From an optimization exercise on the open Yosys and OpenROAD flow, aimed at small area; shortcuts taken in it are not production practice. The RTL was checked by simulation tests, not by an equivalence proof against the original design. No activity file was given, so power comes from the tool's default toggle rates.

== the baseline ==
==> flow/design.v <==
module level_loader #(
  parameter int N_GROUND = 16,
  parameter int N_FENCE  = 16,
  parameter int N_SPIKE  = 6
) (
  input  logic                      Clk,
  input  logic                      reset_n,
  input  logic                      load_req,
  input  logic [2:0]                level_id,
  input  logic                      frame_start,
  output logic                      rom_en,
  output logic [8:0]                rom_addr,
  input  logic [28:0]               rom_data,
  output logic                      busy,
  output logic                      done,
  output logic [N_GROUND-1:0][28:0] info_ground,
  output logic [N_FENCE-1:0][28:0]  info_fence,
  output logic [N_SPIKE-1:0][20:0]  info_spince,
  output logic [1:0][9:0]           info_exit
);
  localparam int FENCE_BASE = N_GROUND;
  localparam int SPIKE_BASE = N_GROUND + N_FENCE;
  localparam int EXIT_BASE  = SPIKE_BASE + N_SPIKE;
  localparam logic [5:0] LAST_WORD = 6'(EXIT_BASE + 1);
  typedef enum logic [1:0] {IDLE, READ, DRAIN, PEND} state_t;
  state_t     state_q;
  logic [5:0] cnt_q;
  logic [2:0] id_q;
  logic       done_q;
  logic       pend_n_q;    
  logic       blank_q;     
  logic sg_q, sf_q, ss_q, se_q;
  logic sg_n_q, sf_n_q, ss_n_q, se_n_q;
  logic commit, commit_n;
  logic [28:0] din;
  logic [N_GROUND-1:0][28:0] sh_ground_q;
  logic [N_FENCE-1:0][28:0]  sh_fence_q;
  logic [N_SPIKE-1:0][20:0]  sh_spike_q;
  logic [1:0][9:0]           sh_exit_q;
  logic [N_GROUND-1:0][28:0] info_ground_q;
  logic [N_FENCE-1:0][28:0]  info_fence_q;
  logic [N_SPIKE-1:0][20:0]  info_spike_q;
  logic [1:0][9:0]           info_exit_q;
  wire reading = (state_q == READ);
  assign commit   = (state_q == PEND) & frame_start;
  assign commit_n = pend_n_q | ~frame_start;
  assign din      = rom_data;
  always_ff @(posedge Clk or negedge reset_n) begin
    if (!reset_n) begin
      state_q  <= IDLE;
      cnt_q    <= '0;
      id_q     <= '0;
      done_q   <= 1'b0;
      pend_n_q <= 1'b1;
      blank_q  <= 1'b1;
      sg_q     <= 1'b0;
      sf_q     <= 1'b0;
      ss_q     <= 1'b0;
      se_q     <= 1'b0;
      sg_n_q   <= 1'b1;
      sf_n_q   <= 1'b1;
      ss_n_q   <= 1'b1;
      se_n_q   <= 1'b1;
    end else begin
      done_q <= commit;
      if (commit) blank_q <= 1'b0;
      sg_q   <= reading && (cnt_q < 6'(FENCE_BASE));
      sf_q   <= reading && (cnt_q >= 6'(FENCE_BASE)) && (cnt_q < 6'(SPIKE_BASE));
      ss_q   <= reading && (cnt_q >= 6'(SPIKE_BASE)) && (cnt_q < 6'(EXIT_BASE));
      se_q   <= reading && (cnt_q >= 6'(EXIT_BASE));
      sg_n_q <= !(reading && (cnt_q < 6'(FENCE_BASE)));
      sf_n_q <= !(reading && (cnt_q >= 6'(FENCE_BASE)) && (cnt_q < 6'(SPIKE_BASE)));
      ss_n_q <= !(reading && (cnt_q >= 6'(SPIKE_BASE)) && (cnt_q < 6'(EXIT_BASE)));
      se_n_q <= !(reading && (cnt_q >= 6'(EXIT_BASE)));
      case (state_q)
        IDLE: if (load_req) begin
          id_q    <= level_id;
          cnt_q   <= 6'd0;
          state_q <= READ;
        end
        READ: begin
          if (cnt_q == LAST_WORD) state_q <= DRAIN;
          else                    cnt_q   <= cnt_q + 6'd1;
        end
        DRAIN: begin
          state_q  <= PEND;
          pend_n_q <= 1'b0;
        end
        PEND: if (frame_start) begin
          state_q  <= IDLE;
          pend_n_q <= 1'b1;
        end
        default: state_q <= IDLE;
      endcase
    end
  end
  always_ff @(posedge Clk) begin
    for (int i = 0; i < N_GROUND; i++)
      sh_ground_q[i] <= ({29{sg_q}}   & ((i == N_GROUND-1) ? din : sh_ground_q[(i+1) % N_GROUND]))
                      | ({29{sg_n_q}} & sh_ground_q[i]);
    for (int i = 0; i < N_FENCE; i++)
      sh_fence_q[i]  <= ({29{sf_q}}   & ((i == N_FENCE-1) ? din : sh_fence_q[(i+1) % N_FENCE]))
                      | ({29{sf_n_q}} & sh_fence_q[i]);
    for (int i = 0; i < N_SPIKE; i++)
      sh_spike_q[i]  <= ({21{ss_q}}   & ((i == N_SPIKE-1) ? din[20:0] : sh_spike_q[(i+1) % N_SPIKE]))
                      | ({21{ss_n_q}} & sh_spike_q[i]);
    sh_exit_q[1] <= ({10{se_q}} & din[9:0])    | ({10{se_n_q}} & sh_exit_q[1]);
    sh_exit_q[0] <= ({10{se_q}} & sh_exit_q[1])  | ({10{se_n_q}} & sh_exit_q[0]);
  end
  always_ff @(posedge Clk) begin
    info_ground_q <= ~(({N_GROUND*29{commit}} & sh_ground_q)
                     | ({N_GROUND*29{commit_n}} & info_ground));
    info_fence_q  <= ~(({N_FENCE*29{commit}} & sh_fence_q)
                     | ({N_FENCE*29{commit_n}} & info_fence));
    info_spike_q  <= ~(({N_SPIKE*21{commit}} & sh_spike_q)
                     | ({N_SPIKE*21{commit_n}} & info_spince));
    info_exit_q   <= ~(({20{commit}} & sh_exit_q)
                     | ({20{commit_n}} & info_exit));
  end
  assign rom_en      = reading;
  assign rom_addr    = {id_q, cnt_q};
  assign busy        = (state_q != IDLE);
  assign done        = done_q;
  assign info_ground = ~(info_ground_q | {N_GROUND*29{blank_q}});
  assign info_fence  = ~(info_fence_q  | {N_FENCE*29{blank_q}});
  assign info_spince = ~(info_spike_q  | {N_SPIKE*21{blank_q}});
  assign info_exit   = ~(info_exit_q   | {20{blank_q}});
endmodule
==> flow/config.mk <==
export PLATFORM = sky130hd
export DESIGN_NAME = level_loader
export DESIGN_NICKNAME = level_loader
export VERILOG_FILES = /design/flow/design.v
export SDC_FILE = /design/flow/constraint.sdc
export NUM_CORES = 4
export LEC_CHECK = 0
export CAP_MARGIN = 20
export CORE_MARGIN = 2
export CORE_UTILIZATION = 65
export CTS_BUF_LIST = sky130_fd_sc_hd__clkbuf_4 sky130_fd_sc_hd__clkbuf_8
export SLEW_MARGIN = 20
==> flow/constraint.sdc <==
create_clock -name core_clock -period 5.0 [get_ports {Clk}]
set_input_delay 1.0000 -clock core_clock [delete_from_list [all_inputs] [get_ports {Clk}]]
set_output_delay 1.0000 -clock core_clock [all_outputs]
set_load 0.01 [all_outputs]
standard.sh (not shown) runs the stock make flow with config.mk's settings and CLKGATE_MAP_FILE= SYNTH_SCRIPT=/design/flow/synth_recipe.tcl, a recipe that flattens the netlist after the stock synthesis.
==> flow/flow/run.sh <==
#!/bin/bash
# The standard ORFS layout (the standard.sh), with two changes:
#  - port buffers use the smallest buffer cell (buf_1) instead of the flow's default pick;
#  - CTS uses small clock buffers with bounded sink clusters and no dummy loads.
set -euo pipefail
export BUFFER_PORTS_ARGS="-buffer_cell sky130_fd_sc_hd__buf_1"
export CTS_ARGS="-sink_clustering_enable -repair_clock_nets -dont_use_dummy_load -buf_list {sky130_fd_sc_hd__clkbuf_4} -sink_clustering_size 10 -sink_clustering_max_diameter 50"
bash standard.sh finish > standard.log 2>&1
--- input diff the baseline..the candidate ---
diff --git a/flow/design.v b/flow/design.v
--- a/flow/design.v
+++ b/flow/design.v
@@ -105,20 +105,16 @@
       sh_spike_q[i]  <= ({21{ss_q}}   & ((i == N_SPIKE-1) ? din[20:0] : sh_spike_q[(i+1) % N_SPIKE]))
                       | ({21{ss_n_q}} & sh_spike_q[i]);
     sh_exit_q[1] <= ({10{se_q}} & din[9:0])    | ({10{se_n_q}} & sh_exit_q[1]);
     sh_exit_q[0] <= ({10{se_q}} & sh_exit_q[1])  | ({10{se_n_q}} & sh_exit_q[0]);
   end
   always_ff @(posedge Clk) begin
-    info_ground_q <= ~(({N_GROUND*29{commit}} & sh_ground_q)
-                     | ({N_GROUND*29{commit_n}} & info_ground));
-    info_fence_q  <= ~(({N_FENCE*29{commit}} & sh_fence_q)
-                     | ({N_FENCE*29{commit_n}} & info_fence));
-    info_spike_q  <= ~(({N_SPIKE*21{commit}} & sh_spike_q)
-                     | ({N_SPIKE*21{commit_n}} & info_spince));
-    info_exit_q   <= ~(({20{commit}} & sh_exit_q)
-                     | ({20{commit_n}} & info_exit));
+    info_ground_q <= ~(({N_GROUND*29{commit}} | info_ground) & ({N_GROUND*29{commit_n}} | sh_ground_q));
+    info_fence_q  <= ~(({N_FENCE*29{commit}}  | info_fence)  & ({N_FENCE*29{commit_n}}  | sh_fence_q));
+    info_spike_q  <= ~(({N_SPIKE*21{commit}}  | info_spince) & ({N_SPIKE*21{commit_n}}  | sh_spike_q));
+    info_exit_q   <= ~(({20{commit}}          | info_exit)   & ({20{commit_n}}          | sh_exit_q));
   end
   assign rom_en      = reading;
   assign rom_addr    = {id_q, cnt_q};
   assign busy        = (state_q != IDLE);
   assign done        = done_q;
   assign info_ground = ~(info_ground_q | {N_GROUND*29{blank_q}});
Notes after the runs:
Final worst setup slack (lower): the candidate
In the reports for the baseline and the candidate, the larger overall via count from detail_route belongs to the baseline.
The baseline has a lower met2 track utilization from global routing than the candidate.
On mux contribution to synthesized area, the candidate tracks the baseline almost exactly.
On clock edge transition at the registers on the reported setup and hold paths, the baseline tracks the candidate almost exactly.
Comparing the baseline and the candidate, the lower overall die height was measured on the candidate.
Diff the baseline -> the candidate | sum of met2 wire segment lengths after detailed routing | down slightly
Between the candidate and the baseline, it is the candidate whose met3 routing resource usage after global routing is higher, by 0.56 points.
Initial antenna violation count: the candidate < the baseline
Side by side, via count of the first global-routing pass turned out lower in the candidate than in the baseline.
The candidate against the baseline: highest attainable clock frequency has decreased; post-layout total power picked up an extra 10%; number of enable-type register cells in the synthesized netlist level; cell area shrank by 0.0013 mm2.

==> afterwards: timing with drivers on the ports <==
The results above use ideal ports. As a check the final layouts listed here were re-extracted and re-timed, cells and wires unchanged. Step 1, drivers: a clkbuf_16 drives Clk and a buf_2 each remaining input, both assumed. Step 2 adds t to the input delays and takes it off the output delays; t is the mean of the earliest and latest rising clock arrival at the registers after step 1. Input paths then give back, and output paths get back, about the clock's delay inside the block. Slacks: ideal / step 1 / step 2; pairs: ideal / step 1.
run	shift t [ns]	slack for setup (ns)	worst setup path at the end	slew at the worst register clock pin (ns)	pins driven straight from the clock port
the baseline	1.252	0.554 / 0.476 / 1.728	register to output	0.12 / 0.12	1
the candidate	1.309	0.534 / 0.460 / 1.769	register to output	0.12 / 0.12	1
After both steps setup and hold are still met in every run listed.
